Source: an optimization exercise on an open RTL-to-GDS flow (aim: small area). Production flows keep margins and buffers that such runs may drop. Function was checked by simulation only, so behaviour that the tests miss may differ from the original. No activity file was given, so power comes from the tool's default toggle rates.

the reference run:
Design rv_top, start of the top module:
module rv_top (
    input  logic        clk,
    input  logic        reset,
    output logic [31:0] inst_addr,
    input  logic [31:0] inst_data,
    input  logic        inst_valid,
    output logic        halted,
    output logic        retire_valid,
    output logic        retire_rd_wen,
    output logic [31:0] retire_pc,
    output logic [4:0]  retire_rd_addr,
    output logic [31:0] retire_rd_data
);
Size: roughly 140 I/O pins, roughly 28000 µm² of cells after synthesis.
clock: 16.0 ns
lec_check: 0
abc_area: 1
cap_margin: 0
core_margin: 2
core_utilization: 58
slew_margin: 0
standard.sh (not shown) runs the stock make flow with config.mk's settings and CLKGATE_MAP_FILE= SYNTH_SCRIPT=/design/flow/synth_recipe.tcl, a recipe that flattens the netlist after the stock synthesis.
==> flow/flow/run.sh <==
#!/bin/bash
# Standard ORFS layout with these changes:
#  - synthesis maps logic with the area-only ABC script in flow/abc_area.script
#    (same yosys flow, registers untouched; ABC buffers are removed at floorplan)
#  - port buffers are buf_1
#  - CTS without dummy loads, with clkbuf_8 clusters of up to 20 sinks, 60 um across
set -euo pipefail
mkdir -p scripts_mod
for f in "$FLOW_HOME"/scripts/*; do ln -sf "$f" scripts_mod/; done
rm -f scripts_mod/abc_area.script
cp flow/abc_area.script scripts_mod/abc_area.script
export SCRIPTS_DIR="$PWD/scripts_mod"
export BUFFER_PORTS_ARGS="-buffer_cell sky130_fd_sc_hd__buf_1"
export REMOVE_ABC_BUFFERS=1
export CTS_ARGS="-sink_clustering_enable -repair_clock_nets -dont_use_dummy_load -sink_clustering_size 20 -sink_clustering_max_diameter 60 -buf_list sky130_fd_sc_hd__clkbuf_8"
bash standard.sh > standard.log 2>&1
==> flow/flow/abc_area.script <==
strash
&get -n
&deepsyn -T 60
&put
dch
amap -F 2 -A 8
topo
Here is what was changed in the inputs of the trial run compared with the reference run.
- CORE_UTILIZATION now 62, was 58
- PLACE_DENSITY now 0.66, previously not set
==> flow/flow/abc_area.script <==
strash
dc2
&get -n
&deepsyn -T 60 -S 7
&put
dch -f
amap -F 2 -A 8
topo
Findings:
Between the reference run and the trial run, the difference in clock network fraction of design power is negligible.
Compared with the reference run, the trial run shows a area of combinational cells with multiple inputs that is about 4% lower.
The reference run has a lower initial core utilization than the trial run.
The trial run ended with less net switching power of the design than the reference run.
The trial run: setup slack is 0.12 ns lower than what the reference run reported.


== run A ==
rv_top again, from the RTL that the note above started with.
Settings: LEC_CHECK=0, ABC_AREA=1, CAP_MARGIN=0, CORE_MARGIN=2, CORE_UTILIZATION=58, SLEW_MARGIN=0; clock period 16.0 ns.
==> flow/flow/abc_area.script <==
strash
dc2
&get -n
&deepsyn -T 60 -S 7
&put
dch -f
amap -F 2 -A 8
topo
Scripts as last shown in full above: flow/flow/run.sh
Modified inputs, run B compared to run A
# run A
export LEC_CHECK = 0
export ABC_AREA = 1
export CAP_MARGIN = 0
export CORE_MARGIN = 2
export CORE_UTILIZATION = 58
export SLEW_MARGIN = 0
create_clock -name core_clock -period 16.0 [get_ports {clk}]
# run B
export LEC_CHECK = 0
export ABC_AREA = 1
export CAP_MARGIN = 20
export CORE_MARGIN = 2
export CORE_UTILIZATION = 58
export SLEW_MARGIN = 20
create_clock -name core_clock -period 16.0 [get_ports {clk}]
==> flow/flow/abc_area.script <==
strash
&get -n
&deepsyn -T 60
&put
dch
amap -F 2 -A 8
topo
==> comparison <==
Compared with run A, largest voltage drop on the vdd net in run B decreased by more than 10%.
Compared with run A, run B shows a final non-filler cell total that is 11 higher.
Summary of the comparison: non-clock buffer count is higher in run B, relative to run A.
Of the two values seen for standard cell with the maximum stage delay on the critical path, sky130_fd_sc_hd__nor2_1 was produced by run A and sky130_fd_sc_hd__o32ai_2 by run B.
The die outline height on run A is in line with that on run B.
NOTE overall routed net length run A->run B decreased by a few percent
Per the comparison of run B with run A, overall power consumption has increased; via count has increased; combinational fraction of design power has remained practically unchanged; hold slack has remained practically unchanged; placed wire-length estimate after detailed placement has decreased.
Changes in run C relative to run B:
# run B
export LEC_CHECK = 0
export ABC_AREA = 1
export CAP_MARGIN = 20
export CORE_MARGIN = 2
export CORE_UTILIZATION = 58
export SLEW_MARGIN = 20
create_clock -name core_clock -period 16.0 [get_ports {clk}]
# run C
export LEC_CHECK = 0
export ABC_AREA = 1
export CAP_MARGIN = 0
export CORE_MARGIN = 2
export CORE_UTILIZATION = 62
export PLACE_DENSITY = 0.66
export SLEW_MARGIN = 0
create_clock -name core_clock -period 16.0 [get_ports {clk}]
--- a/flow/flow/run.sh
+++ b/flow/flow/run.sh
@@ -4,5 +4,5 @@
 #    (same yosys flow, registers untouched; ABC buffers are removed at floorplan)
 #  - port buffers are buf_1
-#  - CTS without dummy loads, with clkbuf_8 clusters of up to 20 sinks, 60 um across
+#  - CTS without dummy loads, with clkbuf_8 clusters of up to 21 sinks, 50 um across
 set -euo pipefail
 mkdir -p scripts_mod
@@ -13,4 +13,4 @@
 export BUFFER_PORTS_ARGS="-buffer_cell sky130_fd_sc_hd__buf_1"
 export REMOVE_ABC_BUFFERS=1
-export CTS_ARGS="-sink_clustering_enable -repair_clock_nets -dont_use_dummy_load -sink_clustering_size 20 -sink_clustering_max_diameter 60 -buf_list sky130_fd_sc_hd__clkbuf_8"
+export CTS_ARGS="-sink_clustering_enable -repair_clock_nets -dont_use_dummy_load -sink_clustering_size 21 -sink_clustering_max_diameter 50 -buf_list sky130_fd_sc_hd__clkbuf_8"
 bash standard.sh > standard.log 2>&1
==> flow/flow/abc_area.script <==
strash
dc2
&get -n
&deepsyn -T 60 -S 7
&put
dch -f
amap -F 2 -A 8
topo
Findings:
- Run C -> run B: instance area at placement flat
- From run B to run C the numbers moved as follows: first-iteration DRC count picked up an extra 36%, total number of vias moved up.
- Utilization after layout (run C over run B): increase, 4.5 points
- Overall power of the completed layout: run C vs run B — no meaningful difference
- Share of final layout cell area taken by clock buffers and inverters essentially unchanged between run B and run C.
- The final cell count in run C sits 13 below the value recorded for run B.
- Total standard cell area after synthesis essentially unchanged between run B and run C.
- Summary of run C over run B: sequential share of layout area held, critical path depth went down 1.

-- re-timing with driven ports --
How much do the figures lean on ideal ports? The routed layouts below were timed once more, with nothing changed but the port constraints. Step 1, drivers: a clkbuf_16 drives clk and a buf_2 each remaining input, both assumed. Step 2 moves the port delays by t, midway between the first and last clock arrival at a register: inputs arrive t later, outputs are due t later. That takes back most of the time a late clock gives input paths. a / b / c = no drivers / after step 1 / after step 2; a / b = the first two.
run | shift t [ns] | setup WS [ns] | worst register clock-pin slew, ns
the reference run | 0.673 | 6.336 / 6.368 / 5.695 | 0.12 / 0.12
the trial run | 0.691 | 6.218 / 6.251 / 5.561 | 0.12 / 0.12
run A | 0.696 | 6.103 / 6.134 / 5.438 | 0.12 / 0.12
run B | 0.681 | 6.331 / 6.359 / 5.678 | 0.12 / 0.12
run C | 0.672 | 6.284 / 6.310 / 5.638 | 0.12 / 0.12
After both steps every run listed still meets setup and hold. The setup slack of run A, which loses most, moves by +0.031 ns with the drivers and by -0.665 ns with both steps.
